Source: an optimization exercise on an open RTL-to-GDS flow (aim: small area). Production flows keep margins and buffers that such runs may drop. The RTL was checked by simulation tests, not by an equivalence proof against the original design.

==> flow/design.v (excerpt) <==
module chi_aiu_occ_monitor #(
  parameter int N_OTT = 32,
  parameter int N_STT = 32,
  parameter int AGE_W = 16,
  localparam int OCW  = $clog2(N_OTT + 1),
  localparam int SCW  = $clog2(N_STT + 1),
  localparam int NMAX = (N_OTT > N_STT) ? N_OTT : N_STT,
  localparam int IW   = (NMAX > 1) ? $clog2(NMAX) : 1
) (
  input  logic             clk,
  input  logic             resetn,
  input  logic [N_OTT-1:0] ott_entry_validvec,
  input  logic [N_STT-1:0] stt_entry_validvec,
  input  logic             starv_mode,
  input  logic             clear,
  input  logic [AGE_W-1:0] timeout_thresh,
  output logic [OCW-1:0]   ott_count,
  output logic [SCW-1:0]   stt_count,
  output logic [OCW-1:0]   ott_hwm,
  output logic [SCW-1:0]   stt_hwm,
  output logic             ott_full,
  output logic             stt_full,
  output logic             timeout_err,
  output logic             timeout_is_stt,
  output logic [IW-1:0]    timeout_idx,
  output logic [7:0]       timeout_cnt,
  output logic [15:0]      starv_cycles,
  output logic [7:0]       starv_entries,
  output logic             dbg_starv_state
);
  localparam int NE = N_OTT + N_STT;
  localparam int SW = 17;
  localparam logic [SW-1:0] INV  = 17'ha954;   
  localparam logic [SW-1:0] KDET = 17'hc10;   
  function automatic logic [3:0] f_tgt_p(input logic [5:0] s);
    case (s)
      6'd0: f_tgt_p = 4'd8;
      6'd1: f_tgt_p = 4'd0;
      6'd2: f_tgt_p = 4'd1;
      6'd3: f_tgt_p = 4'd3;
      6'd4: f_tgt_p = 4'd7;
      6'd5: f_tgt_p = 4'd14;
      6'd6: f_tgt_p = 4'd13;
      6'd7: f_tgt_p = 4'd11;
      6'd8: f_tgt_p = 4'd6;
      6'd9: f_tgt_p = 4'd12;
      6'd10: f_tgt_p = 4'd9;
      6'd11: f_tgt_p = 4'd2;
      6'd12: f_tgt_p = 4'd5;
      6'd13: f_tgt_p = 4'd10;
      6'd14: f_tgt_p = 4'd4;
      6'd15: f_tgt_p = 4'd8;
      6'd16: f_tgt_p = 4'd0;
      6'd17: f_tgt_p = 4'd1;
      6'd18: f_tgt_p = 4'd3;
      6'd19: f_tgt_p = 4'd7;
      6'd20: f_tgt_p = 4'd14;
      6'd21: f_tgt_p = 4'd13;
      6'd22: f_tgt_p = 4'd11;
      6'd23: f_tgt_p = 4'd6;
  ...
For scale: about 7,900 cells after synthesis, about 1,200 flip-flops, about 150 I/O pins, about 60,000 um2 of cells after synthesis.
clock: 12.0 ns
lec_check: 0
abc_area: 1
cap_margin: 20
core_margin: 2
core_utilization: 35
place_density: 0.55
slew_margin: 20
run.sh (not shown) runs the stock make flow with config.mk's settings and CLKGATE_MAP_FILE= SYNTH_SCRIPT=/design/flow/synth_recipe.tcl, a recipe that flattens the netlist after the stock synthesis.
The starting point went through all stages and came out clean.
Next try:
Settings changed: CTS_BUF_LIST set to sky130_fd_sc_hd__clkbuf_4 sky130_fd_sc_hd__clkbuf_8, CTS_CLUSTER_SIZE set to 16.
- The changed run went through all stages and came out clean
- hold slack gets worse by 0.035 ns
- synthesized area does not change
- first-iteration DRC count fell slightly
- cell count rose slightly
- utilization fell by 0.10 points
- wire length stays flat
- count of clock-buffer cells in the layout rose by 154
- maximum frequency fell slightly
- non-clock buffer count does not change

---

chi_aiu_occ_monitor, a different RTL version from the one above (not shown whole).
For scale: ~6,500 cells after synthesis, ~150 I/O pins, ~0.055 mm^2 of cells after synthesis.
==> flow/config.mk <==
export PLATFORM = sky130hd
export DESIGN_NAME = chi_aiu_occ_monitor
export DESIGN_NICKNAME = chi_aiu_occ_monitor
export VERILOG_FILES = /design/flow/design.v
export SDC_FILE = /design/flow/constraint.sdc
export NUM_CORES = 4
export LEC_CHECK = 0
export ABC_AREA = 1
export CAP_MARGIN = 20
export CORE_MARGIN = 2
export CORE_UTILIZATION = 60
export PLACE_DENSITY = 0.72
export SLEW_MARGIN = 20
==> flow/constraint.sdc <==
create_clock -name core_clock -period 12.0 [get_ports {clk}]
set_input_delay 2.4000 -clock core_clock [delete_from_list [all_inputs] [get_ports {clk}]]
set_output_delay 2.4000 -clock core_clock [all_outputs]
set_load 0.01 [all_outputs]
standard.sh (not shown) runs the stock make flow with config.mk's settings and CLKGATE_MAP_FILE= SYNTH_SCRIPT=/design/flow/synth_recipe.tcl, a recipe that flattens the netlist after the stock synthesis.
==> flow/flow/run.sh <==
#!/bin/bash
# Own flow: the standard layout (standard.sh) with these changes:
#  - synthesis maps the logic with a stronger area-oriented ABC script
#    (flow/abc_area2.script); everything before ABC, including flip-flop mapping and
#    register names, is the standard synthesis;
#  - port buffers are the smallest buffer (every port still gets one);
#  - clock tree: clkbuf_8 only, sink clusters of at most 16 sinks within 80 um, and
#    no dummy loads.
set -euo pipefail
W=$(pwd)
SCRIPT="$W/flow/abc_area2.script"
# my_synth.tcl = synth_recipe.tcl plus a wrapper for abc that swaps in our script
{
  head -n 1 synth_recipe.tcl
  echo "proc abc {args} { set i [lsearch -exact \$args -script]; if {\$i >= 0} { lset args [expr {\$i + 1}] {$SCRIPT} }; yosys abc {*}\$args }"
  tail -n +2 synth_recipe.tcl
} > my_synth.tcl
sed "s#SYNTH_SCRIPT=[^ ]*synth_recipe.tcl#SYNTH_SCRIPT=$W/my_synth.tcl#" standard.sh > my_standard.sh
grep -q "SYNTH_SCRIPT=$W/my_synth.tcl" my_standard.sh
export BUFFER_PORTS_ARGS="-buffer_cell sky130_fd_sc_hd__buf_1"
export CTS_ARGS="-sink_clustering_enable -repair_clock_nets -dont_use_dummy_load -buf_list sky130_fd_sc_hd__clkbuf_8 -sink_clustering_size 16 -sink_clustering_max_diameter 80"
bash my_standard.sh > "$W/standard_flow.log" 2>&1
==> flow/flow/abc_area2.script <==
strash
balance; rewrite; refactor; balance; rewrite; rewrite -z; balance; refactor -z; rewrite -z; balance
balance; rewrite; refactor; balance; rewrite; rewrite -z; balance; refactor -z; rewrite -z; balance
dch -f
amap
topo
stime -c
buffer -c
upsize -c
dnsize -c
==> next run, changes <==
--- a/flow/flow/abc_area2.script
+++ b/flow/flow/abc_area2.script
@@ -1,2 +1,4 @@
 strash
+balance; rewrite; refactor; balance; rewrite; rewrite -z; balance; refactor -z; rewrite -z; balance
+balance; rewrite; refactor; balance; rewrite; rewrite -z; balance; refactor -z; rewrite -z; balance
 balance; rewrite; refactor; balance; rewrite; rewrite -z; balance; refactor -z; rewrite -z; balance
Outcome: The changed run finished clean. Final area went down by 1.4%. Maximum frequency went down by 1.9%. Worst setup slack is worse by 0.21 ns. Sequential share of layout area went up by 0.61 points. Final cell count went down by 0.85%. Worst hold slack is better by 0.027 ns. Synthesized cell count went down by 0.64%. Routed wire length barely changes.
==> next run, changes <==
--- a/flow/flow/run.sh
+++ b/flow/flow/run.sh
@@ -6,3 +6,3 @@
 #  - port buffers are the smallest buffer (every port still gets one);
-#  - clock tree: clkbuf_8 only, sink clusters of at most 16 sinks within 80 um, and
+#  - clock tree: clkbuf_8 only, sink clusters of at most 16 sinks within 60 um, and
 #    no dummy loads.
@@ -20,3 +20,3 @@
 export BUFFER_PORTS_ARGS="-buffer_cell sky130_fd_sc_hd__buf_1"
-export CTS_ARGS="-sink_clustering_enable -repair_clock_nets -dont_use_dummy_load -buf_list sky130_fd_sc_hd__clkbuf_8 -sink_clustering_size 16 -sink_clustering_max_diameter 80"
+export CTS_ARGS="-sink_clustering_enable -repair_clock_nets -dont_use_dummy_load -buf_list sky130_fd_sc_hd__clkbuf_8 -sink_clustering_size 16 -sink_clustering_max_diameter 60"
 bash my_standard.sh > "$W/standard_flow.log" 2>&1
==> flow/flow/abc_area2.script (replaced) <==
strash
balance; rewrite; refactor; balance; rewrite; rewrite -z; balance; refactor -z; rewrite -z; balance
balance; rewrite; refactor; balance; rewrite; rewrite -z; balance; refactor -z; rewrite -z; balance
dch -f
amap
topo
stime -c
buffer -c
upsize -c
dnsize -c
Settings changed: CORE_UTILIZATION 60 to 35, PLACE_DENSITY 0.72 to 0.55.
Result: The new run finished clean. Global-route usage goes down by 14 points. Wire length goes up by 12%. Final cell count goes up by 13%. Worst setup slack improves by 0.44 ns. Non-clock buffer count goes up by 30. Flip-flop and latch count does not change. Area after synthesis goes up by 1.7%. Fmax goes up by 4.0%. Cell area goes up by 4.3%. Worst hold slack degrades by 0.047 ns.

---

chi_aiu_occ_monitor again, from the RTL that the note above started with.
// chi_aiu_occ_monitor
module chi_aiu_occ_monitor #(
  parameter int N_OTT = 32,
  parameter int N_STT = 32,
  parameter int AGE_W = 16,
  localparam int OCW  = $clog2(N_OTT + 1),
  localparam int SCW  = $clog2(N_STT + 1),
  localparam int NMAX = (N_OTT > N_STT) ? N_OTT : N_STT,
  localparam int IW   = (NMAX > 1) ? $clog2(NMAX) : 1
) (
  input  logic             clk,
  input  logic             resetn,
  input  logic [N_OTT-1:0] ott_entry_validvec,
  input  logic [N_STT-1:0] stt_entry_validvec,
  input  logic             starv_mode,
  input  logic             clear,
  input  logic [AGE_W-1:0] timeout_thresh,
  output logic [OCW-1:0]   ott_count,
  output logic [SCW-1:0]   stt_count,
  output logic [OCW-1:0]   ott_hwm,
  output logic [SCW-1:0]   stt_hwm,
  output logic             ott_full,
  output logic             stt_full,
  output logic             timeout_err,
  output logic             timeout_is_stt,
  output logic [IW-1:0]    timeout_idx,
  output logic [7:0]       timeout_cnt,
  output logic [15:0]      starv_cycles,
  output logic [7:0]       starv_entries,
  output logic             dbg_starv_state
);
Settings: LEC_CHECK=0, ABC_AREA=1, CAP_MARGIN=20, CORE_MARGIN=2, CORE_UTILIZATION=60, PLACE_DENSITY=0.72, SLEW_MARGIN=20; clock period 12.0 ns.
==> flow/flow/run.sh <==
#!/bin/bash
# Own flow: the standard layout (standard.sh) with these changes:
#  - synthesis maps the logic with a stronger area-oriented ABC script
#    (flow/abc_area2.script); everything before ABC, including flip-flop mapping and
#    register names, is the standard synthesis;
#  - port buffers are the smallest buffer (every port still gets one);
#  - clock tree: clkbuf_8 only, sink clusters of at most 16 sinks within 60 um, and
#    no dummy loads.
set -euo pipefail
W=$(pwd)
SCRIPT="$W/flow/abc_area2.script"
# my_synth.tcl = synth_recipe.tcl plus a wrapper for abc that swaps in our script
{
  head -n 1 synth_recipe.tcl
  echo "proc abc {args} { set i [lsearch -exact \$args -script]; if {\$i >= 0} { lset args [expr {\$i + 1}] {$SCRIPT} }; yosys abc {*}\$args }"
  tail -n +2 synth_recipe.tcl
} > my_synth.tcl
sed "s#SYNTH_SCRIPT=[^ ]*synth_recipe.tcl#SYNTH_SCRIPT=$W/my_synth.tcl#" standard.sh > my_standard.sh
grep -q "SYNTH_SCRIPT=$W/my_synth.tcl" my_standard.sh
export BUFFER_PORTS_ARGS="-buffer_cell sky130_fd_sc_hd__buf_1"
export CTS_ARGS="-sink_clustering_enable -repair_clock_nets -dont_use_dummy_load -buf_list sky130_fd_sc_hd__clkbuf_8 -sink_clustering_size 16 -sink_clustering_max_diameter 60"
bash my_standard.sh > "$W/standard_flow.log" 2>&1
==> flow/flow/abc_area2.script <==
strash
balance; rewrite; refactor; balance; rewrite; rewrite -z; balance; refactor -z; rewrite -z; balance
balance; rewrite; refactor; balance; rewrite; rewrite -z; balance; refactor -z; rewrite -z; balance
balance; rewrite; refactor; balance; rewrite; rewrite -z; balance; refactor -z; rewrite -z; balance
balance; rewrite; refactor; balance; rewrite; rewrite -z; balance; refactor -z; rewrite -z; balance
dch -f
amap
topo
stime -c
buffer -c
upsize -c
dnsize -c
The starting point finished clean.
Change:
==> flow/flow/abc_area2.script (replaced) <==
strash
balance; rewrite; refactor; balance; rewrite; rewrite -z; balance; refactor -z; rewrite -z; balance
balance; rewrite; refactor; balance; rewrite; rewrite -z; balance; refactor -z; rewrite -z; balance
dch -f
amap
topo
stime -c
dnsize -c
Settings changed: CORE_UTILIZATION 60 to 35, PLACE_DENSITY 0.72 to 0.55.
The changed run finished clean; non-clock buffer count goes up by 70; critical path depth rose by 1; cell count goes up by 13%; count of clock-buffer cells in the layout is higher by 12; setup slack is better by 0.0090 ns; worst hold slack gets worse by 0.035 ns; global-route usage falls by 14 points; register-to-register slack loses 0.44 ns; first-iteration DRC count is lower by 29%.

==> what the ideal ports hide <==
In the flow no input, the clock included, has a driving cell. The finished layouts below were timed again as built, in two steps. Step 1 assumes that a clkbuf_16 drives the clock port and a buf_2 every other input. Step 2 also shifts input and output timing later by t, the mid clock arrival at the registers, as if the neighbouring blocks saw the same clock. Three values: no drivers, after step 1, after step 2; two values: the first two.
run | shift t [ns] | setup WS [ns] | worst hold slack (ns) | worst data-port slew with drivers (ns)
the first run of note 1 | 0.837 | 0.989 / 1.046 / 0.209 | 0.381 / 0.381 / 0.381 | 0.20
the second run of note 1 | 0.994 | 0.954 / 1.008 / 0.013 | 0.347 / 0.347 / 0.347 | 0.19
the first run of note 2 | 0.800 | 0.893 / 0.936 / 0.136 | 0.382 / 0.382 / 0.382 | 0.18
the second run of note 2 | 0.841 | 0.682 / 0.728 / -0.113 | 0.409 / 0.409 / 0.409 | 0.16
the third run of note 2 | 0.898 | 1.120 / 1.164 / 0.266 | 0.362 / 0.362 / 0.362 | 0.20
the first run of note 3 | 0.837 | 0.725 / 0.773 / -0.064 | 0.381 / 0.381 / 0.381 | 0.15
the second run of note 3 | 0.896 | 0.734 / 0.786 / -0.111 | 0.346 / 0.346 / 0.346 | 0.16
Met with ideal ports but missed after step 2: setup timing in the second run of note 2, the first run of note 3 and the second run of note 3. The setup slack of the second run of note 1, which loses most, moves by +0.054 ns with the drivers and by -0.941 ns with both steps.
